This design comes from an exercise in tuning for a short achievable clock period and few clock cycles on the open sky130 flow, not from production work. Function was checked by simulation only, so behaviour that the tests miss may differ from the original. Power and IR drop assume default switching activity.

==> flow/run.sh <==
#!/bin/bash
# synth_recipe.tcl (not shown) runs the flow's synth.tcl, then flattens the netlist and writes it again
# the make line also repeats each setting of config.mk as NAME=value (left out here)
make -C /OpenROAD-flow-scripts/flow DESIGN_CONFIG=/design/flow/config.mk WORK_HOME=/design/flow/orfs CLKGATE_MAP_FILE= SYNTH_SCRIPT=/design/flow/synth_recipe.tcl finish
==> flow/config.mk <==
export PLATFORM = sky130hd
export DESIGN_NAME = lc4_superscalar
export DESIGN_NICKNAME = lc4_superscalar
export VERILOG_FILES = /design/flow/design.v
export SDC_FILE = /design/flow/constraint.sdc
export NUM_CORES = 4
export LEC_CHECK = 0
export ABC_CLOCK_PERIOD_IN_PS = 3000
export CAP_MARGIN = 20
export CORE_MARGIN = 2
export CORE_UTILIZATION = 40
export PLACE_DENSITY = 0.6
export SETUP_SLACK_MARGIN = 5
export SLEW_MARGIN = 20
export TNS_END_PERCENT = 100
==> flow/constraint.sdc <==
create_clock -name core_clock -period 9.0 [get_ports {gwe}]
set_input_delay 1.8000 -clock core_clock [delete_from_list [all_inputs] [get_ports {gwe}]]
set_output_delay 1.8000 -clock core_clock [all_outputs]
set_load 0.01 [all_outputs]
==> flow/design.v <==
`default_nettype none
package lc4_isa_pkg;
   typedef logic [15:0] word_t;
   typedef logic [2:0]  reg_sel_t;
   localparam logic [3:0] OP_ARITH = 4'b0001;
   localparam logic [3:0] OP_LOGIC = 4'b0101;
   localparam logic [3:0] OP_LDR   = 4'b0110;
   localparam logic [3:0] OP_STR   = 4'b0111;
   localparam logic [3:0] OP_CONST = 4'b1001;
endpackage
`default_nettype wire
`default_nettype none
module lc4_decoder
(
   input  wire [15:0] i_insn,
   output wire [12:0] o_flags
);
   logic       o_rs_alu;    
   logic       o_rt_re;     
   logic       o_rd_we;
   logic       o_ld;
   logic       o_st_op;
   logic       o_mul;
   logic       o_zero_a;    
   logic       o_use_imm;   
   logic [4:0] o_op;        
   wire [3:0] opc = i_insn[15:12];
   assign o_flags = {o_op, o_use_imm, o_zero_a, o_mul, o_st_op, o_ld, o_rd_we, o_rt_re, o_rs_alu};
   always_comb begin
      o_rs_alu  = 1'b0;
      o_rt_re   = 1'b0;
      o_rd_we   = 1'b0;
      o_ld      = 1'b0;
      o_st_op   = 1'b0;
      o_mul     = 1'b0;
      o_zero_a  = 1'b0;
      o_use_imm = 1'b0;
      o_op      = 5'b00001;
      case (opc)
         4'b0001: begin
            if (i_insn[5]) begin   
               o_rs_alu  = 1'b1;
               o_rd_we   = 1'b1;
               o_use_imm = 1'b1;
            end else if (i_insn[4:3] != 2'b11 && i_insn[5:3] != 3'b011) begin
               o_rs_alu = 1'b1;
               o_rt_re  = 1'b1;
               o_rd_we  = 1'b1;
               o_mul    = (i_insn[5:3] == 3'b001);
               o_op     = (i_insn[5:3] == 3'b010) ? 5'b00010 : 5'b00001;
            end
         end
         4'b0101: begin
            if (i_insn[5:3] == 3'b000 || i_insn[5:3] == 3'b010 || i_insn[5:3] == 3'b011) begin
               o_rs_alu = 1'b1;
               o_rt_re  = 1'b1;
               o_rd_we  = 1'b1;
               o_op     = (i_insn[5:3] == 3'b000) ? 5'b00100 :
                          (i_insn[5:3] == 3'b010) ? 5'b01000 : 5'b10000;
            end
         end
         4'b0110: begin
            o_rd_we = 1'b1;
            o_ld    = 1'b1;
         end
         4'b0111: begin
            o_st_op = 1'b1;
         end
         4'b1001: begin
            o_rd_we   = 1'b1;
            o_zero_a  = 1'b1;
            o_use_imm = 1'b1;
         end
         default: ;
      endcase
   end
endmodule
`default_nettype wire
`default_nettype none
module mul_s1
(
   input  wire [15:0] i_a,
   input  wire [15:0] i_b,
   output wire [63:0] o_rows
);
   function automatic [31:0] csa(input [15:0] x, input [15:0] y, input [15:0] z);
      logic [15:0] s, c;
      s = x ^ y ^ z;
      c = (x & y) | (x & z) | (y & z);
      csa = {c[14:0], 1'b0, s};
   endfunction
   logic [15:0] row [0:7];
   logic [15:0] negs;
   logic [16:0] bx;
   logic        neg, one, two;
   logic [15:0] x;
   always_comb begin
      bx   = {i_b, 1'b0};
      negs = 16'h0000;
      for (int i = 0; i < 8; i++) begin
         neg = bx[2*i+2];
         one = bx[2*i+1] ^ bx[2*i];
         two = (bx[2*i+2] & ~bx[2*i+1] & ~bx[2*i]) | (~bx[2*i+2] & bx[2*i+1] & bx[2*i]);
         x   = ({16{one}} & i_a) | ({16{two}} & {i_a[14:0], 1'b0});
         row[i]      = ({16{neg}} ^ x) << (2*i);
         negs[2*i]   = neg;
      end
   end
   wire [31:0] l1_0 = csa(row[0], row[1], row[2]);
   wire [31:0] l1_1 = csa(row[3], row[4], row[5]);
   wire [31:0] l1_2 = csa(row[6], row[7], negs);
   wire [31:0] l2_0 = csa(l1_0[15:0],  l1_0[31:16], l1_1[15:0]);
   wire [31:0] l2_1 = csa(l1_1[31:16], l1_2[15:0],  l1_2[31:16]);
   assign o_rows = {l2_1, l2_0};
endmodule
module mul_s2
(
   input  wire [63:0] i_rows,
   output wire [15:0] o_p
);
   function automatic [31:0] csa(input [15:0] x, input [15:0] y, input [15:0] z);
      logic [15:0] s, c;
      s = x ^ y ^ z;
      c = (x & y) | (x & z) | (y & z);
      csa = {c[14:0], 1'b0, s};
   endfunction
   wire [31:0] l3 = csa(i_rows[15:0], i_rows[31:16], i_rows[47:32]);
   wire [31:0] l4 = csa(l3[15:0], l3[31:16], i_rows[63:48]);
   assign o_p = l4[15:0] + l4[31:16];
endmodule
`default_nettype wire
`default_nettype none
module lc4_superscalar
#(
   parameter logic [15:0] RESET_PC = 16'h8200
) (
   input  wire        gwe,
   input  wire        i_rst_n,
   output wire [15:0] o_cur_pc,         
   input  wire [15:0] i_insn_a,
   input  wire [15:0] i_insn_b,
   output wire [15:0] o_dmem_addr,
   input  wire [15:0] i_dmem_data,
   output wire        o_dmem_we,
   output wire [15:0] o_dmem_towrite
);
   logic [15:0] pc;
   logic [15:0] d_a, d_b;
   logic [12:0] f_a, f_b;        
   logic [15:0] rf [0:7];
   logic        xa_we, xb_we, xa_mul, xb_mul, xa_ld, xb_ld;
   logic [2:0]  xa_rd, xb_rd;
   logic [4:0]  xa_op, xb_op;
   logic [15:0] xa_s, xa_t, xb_s, xb_t;
   logic [4:0]  xa_ss, xa_ts, xb_ss, xb_ts;   
   logic [15:0] ya_s, ya_t, yb_s, yb_t;
   logic [4:0]  ya_ss, ya_ts, yb_ss, yb_ts;
   logic        ma_we, mb_we, ma_mul, mb_mul;
   logic [2:0]  ma_rd, mb_rd;
   logic [15:0] ma_res, mb_res;
   logic [63:0] ma_rows, mb_rows;
   logic        wa_we, wb_we;
   logic [2:0]  wa_rd, wb_rd;
   logic [15:0] wa_res, wb_res;
   logic [15:0] dm_addr, dm_wdata;
   logic        dm_we;
   wire [2:0]  a_rs = d_a[8:6], a_rt = d_a[2:0], a_rd = d_a[11:9], a_sd = d_a[11:9];
   wire [2:0]  b_rs = d_b[8:6], b_rt = d_b[2:0], b_rd = d_b[11:9], b_sd = d_b[11:9];
   wire        a_rs_alu = f_a[0], a_rt_re = f_a[1], a_we = f_a[2], a_ld = f_a[3];
   wire        a_st = f_a[4], a_mul = f_a[5], a_zero = f_a[6], a_imm_en = f_a[7];
   wire [4:0]  a_op = f_a[12:8];
   wire        b_rs_alu = f_b[0], b_rt_re = f_b[1], b_we = f_b[2], b_ld = f_b[3];
   wire        b_st = f_b[4], b_mul = f_b[5], b_zero = f_b[6], b_imm_en = f_b[7];
   wire [4:0]  b_op = f_b[12:8];
   wire a_mem = a_ld | a_st;
   wire b_mem = b_ld | b_st;
   wire [15:0] a_imm  = a_zero ? {{7{d_a[8]}}, d_a[8:0]} : {{11{d_a[4]}}, d_a[4:0]};
   wire [15:0] b_imm  = b_zero ? {{7{d_b[8]}}, d_b[8:0]} : {{11{d_b[4]}}, d_b[4:0]};
   wire [15:0] a_imm6 = {{10{d_a[5]}}, d_a[5:0]};
   wire [15:0] b_imm6 = {{10{d_b[5]}}, d_b[5:0]};
   function automatic logic hit(input logic we, input logic [2:0] rd, input logic [2:0] r);
      hit = we && (rd == r);
   endfunction
   function automatic logic mul_x(input logic [2:0] r);
      mul_x = hit(xa_we & xa_mul, xa_rd, r) | hit(xb_we & xb_mul, xb_rd, r);
   endfunction
   function automatic logic any_x(input logic [2:0] r);
      any_x = hit(xa_we, xa_rd, r) | hit(xb_we, xb_rd, r);
   endfunction
   function automatic logic mul_m(input logic [2:0] r);
      mul_m = hit(ma_we & ma_mul, ma_rd, r) | hit(mb_we & mb_mul, mb_rd, r);
   endfunction
   wire haz_a = (a_rs_alu & mul_x(a_rs)) | (a_rt_re & mul_x(a_rt)) |
                (a_mem & (any_x(a_rs) | mul_m(a_rs))) | (a_st & mul_x(a_sd));
   wire haz_b = (b_rs_alu & mul_x(b_rs)) | (b_rt_re & mul_x(b_rt)) |
                (b_mem & (any_x(b_rs) | mul_m(b_rs))) | (b_st & mul_x(b_sd));
   wire ab    = a_we & ((((b_rs_alu | b_mem) & (b_rs == a_rd))) |
                        (b_rt_re & (b_rt == a_rd)) | (b_st & (b_sd == a_rd)));
   wire war   = b_we & ((((a_rs_alu | a_mem) & (a_rs == b_rd))) |
                        (a_rt_re & (a_rt == b_rd)) | (a_st & (a_sd == b_rd)));
   wire waw   = b_we & a_we & (a_rd == b_rd);
   wire iss_a = ~haz_a;
   wire b_ok  = ~haz_b & ~ab & ~(a_mem & b_mem);
   wire iss_b = iss_a & b_ok;                    
   wire gb    = b_ok & (iss_a | (~war & ~waw));  
   wire [12:0] fi_a, fi_b;
   lc4_decoder u_dec_a (.i_insn(i_insn_a), .o_flags(fi_a));
   lc4_decoder u_dec_b (.i_insn(i_insn_b), .o_flags(fi_b));
   always_ff @(posedge gwe or negedge i_rst_n) begin
      if (!i_rst_n) begin
         pc  <= RESET_PC;
         d_a <= '0;
         d_b <= '0;
         f_a <= '0;
         f_b <= '0;
      end else if (iss_b) begin
         pc  <= pc + 16'd2;
         d_a <= i_insn_a;
         d_b <= i_insn_b;
         f_a <= fi_a;
         f_b <= fi_b;
      end else if (iss_a) begin
         pc  <= pc + 16'd1;
         d_a <= d_b;
         d_b <= i_insn_a;
         f_a <= f_b;
         f_b <= fi_a;
      end else if (gb) begin
         pc  <= pc + 16'd1;
         d_b <= i_insn_a;
         f_b <= fi_a;
      end
   end
   assign o_cur_pc = pc;
   function automatic logic [4:0] bsel(input logic use_it, input logic [2:0] r);
      logic m_b, m_a, w_b, w_a;
      m_b = use_it & hit(xb_we, xb_rd, r);
      m_a = use_it & ~m_b & hit(xa_we, xa_rd, r);
      w_b = use_it & ~m_b & ~m_a & hit(mb_we, mb_rd, r);
      w_a = use_it & ~m_b & ~m_a & ~w_b & hit(ma_we, ma_rd, r);
      bsel = {~(m_b | m_a | w_b | w_a), w_a, w_b, m_a, m_b};
   endfunction
   wire [15:0] rf_as = rf[a_rs];
   wire [15:0] rf_at = rf[a_rt];
   wire [15:0] rf_bs = rf[b_rs];
   wire [15:0] rf_bt = rf[b_rt];
   always_ff @(posedge gwe or negedge i_rst_n) begin
      if (!i_rst_n) begin
         xa_we  <= 1'b0;
         xb_we  <= 1'b0;
         xa_mul <= 1'b0;
         xb_mul <= 1'b0;
         xa_ld  <= 1'b0;
         xb_ld  <= 1'b0;
      end else begin
         xa_we  <= iss_a & a_we;
         xb_we  <= gb & b_we;
         xa_mul <= iss_a & a_mul;
         xb_mul <= gb & b_mul;
         xa_ld  <= iss_a & a_ld;
         xb_ld  <= gb & b_ld;
      end
   end
   always_ff @(posedge gwe) begin
      xa_rd <= a_rd;
      xb_rd <= b_rd;
      xa_op <= a_op;
      xb_op <= b_op;
      xa_s  <= a_zero ? 16'h0000 : rf_as;
      xa_t  <= a_imm_en ? a_imm : rf_at;
      xb_s  <= b_zero ? 16'h0000 : rf_bs;
      xb_t  <= b_imm_en ? b_imm : rf_bt;
      xa_ss <= bsel(a_rs_alu, a_rs);
      xa_ts <= bsel(a_rt_re, a_rt);
      xb_ss <= bsel(b_rs_alu, b_rs);
      xb_ts <= bsel(b_rt_re, b_rt);
   end
   always_ff @(posedge gwe) begin
      if (iss_a & a_mul) begin
         ya_s  <= rf_as;
         ya_t  <= rf_at;
         ya_ss <= bsel(1'b1, a_rs);
         ya_ts <= bsel(1'b1, a_rt);
      end
      if (gb & b_mul) begin
         yb_s  <= rf_bs;
         yb_t  <= rf_bt;
         yb_ss <= bsel(1'b1, b_rs);
         yb_ts <= bsel(1'b1, b_rt);
      end
   end
   function automatic logic [15:0] byp(input logic [4:0] s, input logic [15:0] v);
      byp = ({16{s[0]}} & mb_res) | ({16{s[1]}} & ma_res) |
            ({16{s[2]}} & wb_res) | ({16{s[3]}} & wa_res) | ({16{s[4]}} & v);
   endfunction
   function automatic logic [15:0] alu(input logic [4:0] op, input logic [15:0] s, input logic [15:0] t);
      alu = ({16{op[0]}} & (s + t)) | ({16{op[1]}} & (s - t)) | ({16{op[2]}} & (s & t)) |
            ({16{op[3]}} & (s | t)) | ({16{op[4]}} & (s ^ t));
   endfunction
   wire [15:0] xa_res = xa_ld ? i_dmem_data : alu(xa_op, byp(xa_ss, xa_s), byp(xa_ts, xa_t));
   wire [15:0] xb_res = xb_ld ? i_dmem_data : alu(xb_op, byp(xb_ss, xb_s), byp(xb_ts, xb_t));
   wire [63:0] xa_rows, xb_rows;
   mul_s1 u_mul1_a (.i_a(byp(ya_ss, ya_s)), .i_b(byp(ya_ts, ya_t)), .o_rows(xa_rows));
   mul_s1 u_mul1_b (.i_a(byp(yb_ss, yb_s)), .i_b(byp(yb_ts, yb_t)), .o_rows(xb_rows));
   always_ff @(posedge gwe or negedge i_rst_n) begin
      if (!i_rst_n) begin
         ma_we  <= 1'b0;
         mb_we  <= 1'b0;
         ma_mul <= 1'b0;
         mb_mul <= 1'b0;
      end else begin
         ma_we  <= xa_we;
         mb_we  <= xb_we;
         ma_mul <= xa_mul;
         mb_mul <= xb_mul;
      end
   end
   always_ff @(posedge gwe) begin
      ma_rd  <= xa_rd;
      mb_rd  <= xb_rd;
      ma_res <= xa_res;
      mb_res <= xb_res;
      if (xa_mul) ma_rows <= xa_rows;
      if (xb_mul) mb_rows <= xb_rows;
   end
   wire [15:0] ma_prod, mb_prod;
   mul_s2 u_mul2_a (.i_rows(ma_rows), .o_p(ma_prod));
   mul_s2 u_mul2_b (.i_rows(mb_rows), .o_p(mb_prod));
   wire [15:0] ma_fin = ma_mul ? ma_prod : ma_res;
   wire [15:0] mb_fin = mb_mul ? mb_prod : mb_res;
   always_ff @(posedge gwe or negedge i_rst_n) begin
      if (!i_rst_n) begin
         for (int i = 0; i < 8; i++) rf[i] <= 16'h0000;
      end else begin
         if (ma_we) rf[ma_rd] <= ma_fin;
         if (mb_we) rf[mb_rd] <= mb_fin;   
      end
   end
   always_ff @(posedge gwe or negedge i_rst_n) begin
      if (!i_rst_n) begin
         wa_we <= 1'b0;
         wb_we <= 1'b0;
      end else begin
         wa_we <= ma_we;
         wb_we <= mb_we;
      end
   end
   always_ff @(posedge gwe) begin
      wa_rd  <= ma_rd;
      wb_rd  <= mb_rd;
      wa_res <= ma_fin;
      wb_res <= mb_fin;
   end
   function automatic logic [15:0] agu(input logic [2:0] r, input logic [15:0] rfv, input logic [15:0] off);
      logic [15:0] s_rf, s_ma, s_mb;
      s_rf = rfv + off;
      s_ma = ma_res + off;
      s_mb = mb_res + off;
      agu = hit(mb_we, mb_rd, r) ? s_mb : hit(ma_we, ma_rd, r) ? s_ma : s_rf;
   endfunction
   wire [15:0] agu_a = agu(a_rs, rf_as, a_imm6);
   wire [15:0] agu_b = agu(b_rs, rf_bs, b_imm6);
   wire [2:0]  mw_sd   = a_mem ? a_sd : b_sd;
   wire [15:0] mw_data = hit(xb_we, xb_rd, mw_sd) ? xb_res :
                         hit(xa_we, xa_rd, mw_sd) ? xa_res :
                         hit(mb_we, mb_rd, mw_sd) ? mb_fin :
                         hit(ma_we, ma_rd, mw_sd) ? ma_fin : rf[mw_sd];
   always_ff @(posedge gwe or negedge i_rst_n) begin
      if (!i_rst_n) begin
         dm_we <= 1'b0;
      end else begin
         dm_we <= (iss_a & a_st) | (gb & b_st);
      end
   end
   always_ff @(posedge gwe) begin
      dm_addr  <= a_mem ? agu_a : agu_b;
      dm_wdata <= mw_data;
   end
   assign o_dmem_addr    = dm_addr;
   assign o_dmem_we      = dm_we;
   assign o_dmem_towrite = dm_wdata;
endmodule
`default_nettype wire
==> results of run 1 <==
==> power by group through the flow <==
| stage | clock, W | sequential, W | combinational, W |
|---|---|---|---|
| after detailed placement | 0 | 0.00556 | 0.0105 |
| after floorplan | 0 | 0.00426 | 0.00727 |
| after global placement | 0 | 0.00558 | 0.0104 |
| final | 0.00316 | 0.00573 | 0.0116 |
| after global routing | 0.00328 | 0.00560 | 0.0123 |
| after CTS | 0.00318 | 0.00552 | 0.0108 |
==> worst max-delay path: stages, from the launching register on <==
cell and delay, ns:
dfrtp_4 0.55, bufbuf_16 0.31, nand2b_1 0.26, nor2_1 0.08, a211o_1 0.29, a21oi_1 0.51, nand2_1 0.12, a31oi_1 0.31
ha_1 0.33, and2_1 0.17, o21ai_0 0.19, o31ai_2 0.12, or4_1 0.41, a31oi_1 0.21, xor2_1 0.17, o21ai_1 0.07
==> routing by layer <==
metal | up-vias | routed length (um)
li1 | 21128 | -
met1 | 23872 | 90900
met2 | 3425 | 103500
met3 | 846 | 26280
met4 | 6 | 18050
met5 | - | 41
==> final timing paths <==
kind	start	end	cells after the start	slack [ns]
worst max-delay path	d_a[8]$_DFFE_PN0P_	dm_addr[14]$_DFF_P_	15	4.76
min in group asynchronous	i_rst_n	d_a[8]$_DFFE_PN0P_	1	1.13
max in group asynchronous	i_rst_n	rf[4][13]$_DFF_PN0_	2	6.69
worst max register to register	d_a[8]$_DFFE_PN0P_	dm_addr[14]$_DFF_P_	15	4.76
worst min register to register	f_a[11]$_DFFE_PN0P_	xa_op[3]$_DFF_P_	0	0.37
worst min-delay path	f_a[11]$_DFFE_PN0P_	xa_op[3]$_DFF_P_	0	0.37
==> final cells by class <==
cell class,count,area (um^2)
Antenna cell,15,37.54
Tap cell,1524,1907
Fill cell,11320,62680
Timing Repair Buffer,353,3243
Sequential cell,579,14420
Timing Repair inverter,3,17.52
Clock buffer,91,2028
Inverter,239,914.6
Multi-Input combinational cell,4456,30770
Clock inverter,45,501.7
==> logic make-up (layout without fill, tap and decap cells) <==
logic type,after synthesis,in the layout,share of synthesized area (%)
AND/OR/NAND/NOR,1876,1883,18.60
AO/OA/AOI/OAI,1822,1822,25.31
buffers and inverters,812,731,6.639
flip-flops,579,579,30.44
adder cells (fa/ha/maj),290,290,8.954
multiplexers,231,231,5.783
XOR/XNOR,230,230,4.275
other,0,15,0
==> metrics by stage <==
| stage | total power, W | cells | hold WS (ns) | utilization, % |
|---|---|---|---|---|
| after floorplan | 0.01153 | 5840 | 0.3258 | - |
| after global placement | 0.01599 | 7011 | 0.3605 | 41.97 |
| after detailed placement | 0.01610 | 7011 | 0.3626 | 41.98 |
| after CTS | 0.01952 | 7203 | 0.3677 | 45.01 |
| after global routing | 0.02122 | 7292 | 0.3944 | 46.18 |
| final | 0.02046 | 7305 | 0.3668 | 46.21 |
==> repair_timing <==
action,4_1_cts,5_1_grt
setup endpoints to repair,129,126
gates resized for setup,122,145
setup buffers,45,77
pin swaps,21,50
gates cloned,11,6
hold buffers,0,0
==> cell usage in the layout (no fill, tap or decap), types with 28 or more instances in the layout <==
cell             count
a211oi_1            38
a21oi_1            431
a221oi_1            68
a222oi_1            29
a22o_1              37
a22oi_1            174
a311oi_1            28
a31oi_1             83
and2_1              41
and4_1              43
buf_4              216
clkbuf_16           78
clkdlybuf4s50_1     97
dfrtp_1            189
dfxtp_1            163
dfxtp_2             38
edfxtp_1           172
fa_1                79
ha_1               182
inv_1              223
mux2_2              45
mux2i_1            149
mux4_2              28
nand2_1            794
nand2b_1            57
nand3_1             96
nand4_1            111
nor2_1             389
nor2b_1             42
nor3_1             115
nor4_1              29
o211ai_1            97
o21ai_0            373
o22ai_1             96
xnor2_1            150
xor2_1              75
==> flow_metrics.env, run 1 <==
export IMPL_drive_above_1_share_pct=12.68
export IMPL_avgRoutedWirePerCell_um=32.69
export IMPL_via_per_inst=6.746
export IMPL_p_int_w=0.009976
export IMPL_syn_instance_count=5840
export IMPL_place_ws_ns=3.617
export IMPL_avgSynthCellArea_um2=8.068
export IMPL_clock_path_buffers=3
export IMPL_ys_types=101
export IMPL_htreeDepth=3
export IMPL_start_util_pct=40.44
export IMPL_hold_violations=0
export IMPL_critPathKind="reg -> reg"
export IMPL_rsz0062_at_grt="yes"
export IMPL_leakage_nw=20.70
export IMPL_synth_area_top_cells="edfxtp_1 (11%), dfrtp_1 (11%), dfxtp_1 (8.6%)"
export IMPL_end_kind="register"
export IMPL_insertion_delay_ns=0.69
export IMPL_yosysMostFrequentCell="nand2_1"
export IMPL_drtPass1Iterations=12
export IMPL_root_buffer="clkbuf_16"
export IMPL_regMostFlops="rf"
export IMPL_cp_arrival_ns=4.78
export IMPL_numCtsBuffers=73
export IMPL_cts_sinks=579
export IMPL_maxCapViolCount=0
export IMPL_fin_crit_ns=4.243
export IMPL_dieArea_um2=120600
export IMPL_p_clk_share_pct=15.4
export IMPL_seq_power_share_pct=28.0
export IMPL_use_met3_pct=10.20
export IMPL_drt_iter0_markers=7302
export IMPL_die_x_um=347.2
export IMPL_worstMarginPinSlew_ns=1.184
export IMPL_synth_top_area_cell="edfxtp_1"
export IMPL_area_growth_pct=14.26
export IMPL_synth_top_area_share_pct=10.96
export IMPL_grt_busiest_layer="met2"
export IMPL_synth_edf_count=172
export IMPL_final_antenna_net_count=0
export IMPL_slew_violations=0
export IMPL_drc_errors=0
export IMPL_yosys_warnings=6
export IMPL_worstPathRequired_ns=9.53
export IMPL_wirelength_um=238800
export IMPL_comb_power_share_pct=56.6
export IMPL_max_freq_mhz=235.7
export IMPL_clk_pin_slew_ns=0.06
export IMPL_status="timing/DRC/antenna clean"
export IMPL_switching_share_pct=51.23
export IMPL_overflow=0
export IMPL_grt_pass1_vias=44478
export IMPL_grt_max_degree=117
export IMPL_p_per_area_nw_per_um2=380.0
export IMPL_largest_reg_flops=128
export IMPL_cp_start_kind="register"
export IMPL_finalWorstSetupSlack_ns=4.757
export IMPL_switching_power_w=0.01048
export IMPL_synth_top_cells_by_count="nand2_1 (797), clkbuf_1 (473), a21oi_1 (453)"
export IMPL_grt_pass1_wl_um=331500
export IMPL_place_hpwl_um=170100
export IMPL_fp_coreArea_um2=116500
export IMPL_final_nets=6035
export IMPL_synth_seq_area_share_pct=30.44
export IMPL_top_regs="rf: 128 flops, ma_rows: 44 flops, mb_rows: 44 flops"
export IMPL_fin_tns_setup_ns=0
export IMPL_async_flop_share_pct=35.41
export IMPL_grtUsageMet2_pct=56.95
export IMPL_ys_seq_elements=579
export IMPL_portBuffers=98
export IMPL_ios=99
export IMPL_timing_final_crit_share_pct=47.14
export IMPL_cts_tree="built"
export IMPL_num_vias=49277
export IMPL_grtUsageMet1_pct=47.71
export IMPL_rows=125
export IMPL_placed_cell_area_um2=48910
export IMPL_die_h_um=347.2
export IMPL_syn_area_um2=47120
export IMPL_setup_viol=0
export IMPL_postSynthNetCount=6170
export IMPL_slew_headroom_pct=21.05
export IMPL_ys_flop_type="dfrtp_1"
export IMPL_irDropWorstVdd_mv=0.1833
export IMPL_grt_usage_pct=37.77
export IMPL_place_congestion=1.044
export IMPL_cp_max_fo=6
export IMPL_antenna_found_initial=20
export IMPL_stdcell_area_um2=53840
export IMPL_worstHoldPathType="reg -> reg"
export IMPL_fin_skew_ns=0.03538
Testbench counts, summed over its fixed seeds: cycles 14,983.
==> run 2, diff against run 1 <==
==> flow/flow/run.sh (new file) <==
#!/bin/bash
# The standard layout (the standard.sh: ORFS synthesis to final layout)
# with timing repair aimed at a period below the constraint: repair_timing
# keeps working on paths until their slack is at least SETUP_SLACK_MARGIN.
# Everything else, the constraints included, is as in the standard flow.
set -euo pipefail
MARGIN=6.0
bash standard.sh SETUP_SLACK_MARGIN=$MARGIN finish > run_standard.log 2>&1
==> flow/standard.sh (new file) <==
#!/bin/bash
# synth_recipe.tcl (not shown) runs the flow's synth.tcl, then flattens the netlist and writes it again
# the make line also repeats each setting of config.mk as NAME=value (left out here)
make -C /OpenROAD-flow-scripts/flow DESIGN_CONFIG=/design/flow/config.mk WORK_HOME=/design/flow/orfs CLKGATE_MAP_FILE= SYNTH_SCRIPT=/design/flow/synth_recipe.tcl "${@:-finish}"
--- a/flow/config.mk
+++ b/flow/config.mk
@@ -11,5 +11,4 @@
 export CORE_UTILIZATION = 40
 export PLACE_DENSITY = 0.6
-export SETUP_SLACK_MARGIN = 5
 export SLEW_MARGIN = 20
 export TNS_END_PERCENT = 100
removed: flow/run.sh
==> run 2 against run 1 <==
Compared with the run above:
- still clean on timing, DRC and antenna
- final area grew 21%
- setup slack lost 0.010 ns
- global-route usage grew 2.8 points
- count of clock-buffer cells in the layout grew 7
- sequential share of layout area shrank 4.4 points
- routed wire length grew 10%
- flip-flop and latch count is the same
- fmax shrank 0.24%
- via count grew 13%
- first-iteration DRC count grew 48%
- combinational power grew 39%
- critical path type unchanged
- critical endpoint unchanged
==> flow_metrics.env, run 2 <==
export IMPL_cp_arrival_ns=4.80
export IMPL_ys_flop_type="dfrtp_1"
export IMPL_die_h_um=347.2
export IMPL_regToRegStartpoint="d_a[7]$_DFFE_PN0P_"
export IMPL_syn_instance_count=5840
export IMPL_avgRoutedWirePerCell_um=33.13
export IMPL_via_per_inst=6.990
export IMPL_p_per_area_nw_per_um2=378.5
export IMPL_critPathKind="reg -> reg"
export IMPL_cp_start_kind="register"
export IMPL_fin_crit_ns=4.253
export IMPL_htreeDepth=3
export IMPL_crit_path_frequent_cell="buf_12"
export IMPL_irDropWorstVdd_mv=0.1821
export IMPL_setup_viol=0
export IMPL_ys_types=101
export IMPL_leakage_nw=25.50
export IMPL_stdcell_area_um2=65070
export IMPL_insertion_delay_ns=0.68
export IMPL_postSynthNetCount=6170
export IMPL_ys_seq_elements=579
export IMPL_cp_slowest_cell="dfrtp_4"
export IMPL_num_fill_cells=9956
export IMPL_worstHoldPathType="reg -> reg"
export IMPL_slew_headroom_pct=19.59
export IMPL_antenna_found_initial=22
export IMPL_regMostFlops="rf"
export IMPL_hold_ws_ns=0.3751
export IMPL_grt_usage_pct=40.56
export IMPL_timing_final_crit_share_pct=47.26
export IMPL_syn_area_um2=47120
export IMPL_synth_top_area_share_pct=10.96
export IMPL_yosys_warnings=6
export IMPL_portBuffers=98
export IMPL_fin_skew_ns=0.03604
export IMPL_numCtsBuffers=71
export IMPL_grt_pass1_vias=49379
export IMPL_clk_pin_slew_ns=0.06
export IMPL_drive_above_1_share_pct=32.88
export IMPL_grtUsageMet1_pct=48.55
export IMPL_max_freq_mhz=235.1
export IMPL_num_vias=55627
export IMPL_final_antenna_net_count=0
export IMPL_ios=99
export IMPL_use_met3_pct=16.37
export IMPL_avgSynthCellArea_um2=8.068
export IMPL_wirelength_um=263700
export IMPL_grt_busiest_layer="met2"
export IMPL_grt_pass1_wl_um=358500
export IMPL_final_nets=6688
export IMPL_cp_max_fo=10
export IMPL_worstHoldStart="f_a[11]$_DFFE_PN0P_"
export IMPL_drc_errors=0
export IMPL_synth_top_cells_by_count="nand2_1 (797), clkbuf_1 (473), a21oi_1 (453)"
export IMPL_status="timing/DRC/antenna clean"
export IMPL_worstMarginPinSlew_ns=1.204
export IMPL_cts_sinks=579
export IMPL_critPathLaunch="d_a[7]$_DFFE_PN0P_"
export IMPL_drtPass1Iterations=22
export IMPL_synth_top_area_cell="edfxtp_1"
export IMPL_async_flop_share_pct=35.41
export IMPL_maxCapViolCount=0
export IMPL_rows=125
export IMPL_final_common_cell="nand2_1"
export IMPL_largest_reg_flops=128
export IMPL_post_route_util_pct=55.84
export IMPL_synth_seq_area_share_pct=30.44
export IMPL_fin_tns_setup_ns=0
export IMPL_start_util_pct=40.44
export IMPL_mostFrequentLayoutCells="nand2_1 (744), buf_4 (578), a21oi_1 (362), nor2_1 (349), o21ai_0 (227)"
export IMPL_worstPathRequired_ns=9.55
export IMPL_grt_max_degree=77
export IMPL_cts_tree="built"
export IMPL_synth_area_top_cells="edfxtp_1 (11%), dfrtp_1 (11%), dfxtp_1 (8.6%)"
export IMPL_fp_coreArea_um2=116500
export IMPL_placed_cell_area_um2=49230
export IMPL_overflow=0
export IMPL_dieArea_um2=120600
export IMPL_hold_buffers=0
export IMPL_place_congestion=1.091
export IMPL_grtUsageMet2_pct=58.45
export IMPL_drt_iter0_markers=10821
export IMPL_crit_chain="buf_12 -> buf_12 -> and3_4 -> a211oi_2 -> a31oi_2 -> o22ai_4 -> nor2_1 -> a21oi_1 -> a21oi_2 -> fa_2 -> a21o_1 -> a211o_1 -> a2111oi_4 -> o31ai_2 -> or4_1 -> a31oi_1 -> xor2_1 -> o21ai_1"
export IMPL_clock_path_buffers=3
export IMPL_root_buffer="clkbuf_16"
export IMPL_top_regs="rf: 128 flops, ma_rows: 44 flops, mb_rows: 44 flops"
export IMPL_hold_violations=0
export IMPL_critPathMaxStageDelay_ns=0.53
export IMPL_area_growth_pct=38.09
export IMPL_yosysMostFrequentCell="nand2_1"
export IMPL_die_x_um=347.2
export IMPL_seqCellArea_um2=14550
export IMPL_place_hpwl_um=161600
export IMPL_slew_violations=0
export IMPL_rsz0062_at_grt="yes"
export IMPL_synth_edf_count=172
export IMPL_total_power_w=0.02463
export IMPL_end_kind="register"
export IMPL_multi_input_area_um2=35080
[run 2: path summary, 6_finish.rpt]
kind                                        to  slack, ns  depth (start not counted)
min                           xa_op[3]$_DFF_P_       0.38                          0
max in group asynchronous   rf[4][2]$_DFF_PN0_       6.42                          2
max                        dm_addr[14]$_DFF_P_       4.75                         18
max reg2reg                dm_addr[14]$_DFF_P_       4.75                         18
min in group asynchronous    pc[3]$_DFFE_PN0P_       1.10                          1
min reg2reg                   xa_op[3]$_DFF_P_       0.38                          0
[run 2: routing by layer]
metal	wire (um)	share of wire [%]	up-vias
met4	27660	10	14
met2	106500	40	4918
met5	165	0.063	-
met1	90050	34	26461
met3	39280	15	1722
li1	-	-	22512
[run 2: logic make-up after synthesis]
logic type	Yosys count	synth area share (%)
AO/OA/AOI/OAI	1822	25.31
XOR/XNOR	230	4.275
adder cells (fa/ha/maj)	290	8.954
buffers and inverters	812	6.639
flip-flops	579	30.44
multiplexers	231	5.783
AND/OR/NAND/NOR	1876	18.60
[run 2: area by class of cell]
cell class              instances  share of cell area [%]
flip-flops and latches        579                   22.36
clock buffers                  98                   3.121
repair inverters               10                  0.1423
well taps                    1524                   2.930
repair buffers                983                   15.49
diodes                         23                 0.08845
multi-input cells            4474                   53.92
clock inverters                28                  0.4019
inverters                     239                   1.550
[run 2: through the flow]
stage	cells	setup slack, ns
2_1_floorplan	5840	4.912
3_3_place_gp	7012	3.852
3_5_place_dp	7013	3.754
4_1_cts	7724	4.760
5_1_grt	7938	4.669
6_report	7958	4.747
[run 2: power by group]
part	switching (W)	total, W	internal, W	leakage (nW)
combinational	0.00927	0.0161	0.00681	18.6
sequential	0.00184	0.00563	0.00379	5.76
clock	0.00126	0.00293	0.00167	1.12
total	0.0124	0.0246	0.0123	25.5
[run 2: repair_timing]
action,in CTS,in global routing
pin swaps,366,322
setup endpoints to repair,444,360
cloned,65,13
hold endpoints to repair,0,0
setup buffers,520,198
gates resized for setup,1242,595
[run 2: worst max-delay path: cells and delay by family, from the launching register on]
family / cells / cell delay, ns
flops: 1 / 0.53
buf+inv: 2 / 0.31
simple gates: 3 / 0.66
compound gates: 11 / 2.04
fa+ha+maj: 1 / 0.40
xor+xnor: 1 / 0.17

-- static timing again, ports no longer ideal --
The results above use ideal ports. As a check the final layouts listed here were re-extracted and re-timed, cells and wires unchanged. Step 1, drivers: a clkbuf_16 drives gwe and a buf_2 each remaining input, both assumed. Step 2 adds t to the input delays and takes it off the output delays; t is the mean of the earliest and latest rising clock arrival at the registers after step 1. Input paths then give back, and output paths get back, about the clock's delay inside the block. a / b / c = ideal ports / drivers / drivers and shift; a / b = the first two.
| run | shift t [ns] | setup WS [ns] | worst setup path after step 2 |
|---|---|---|---|
| run 1 | 0.753 | 4.757 / 4.757 / 4.757 | register to register |
| run 2 | 0.747 | 4.747 / 4.747 / 4.747 | register to register |
After both steps setup and hold are still met in every run listed.
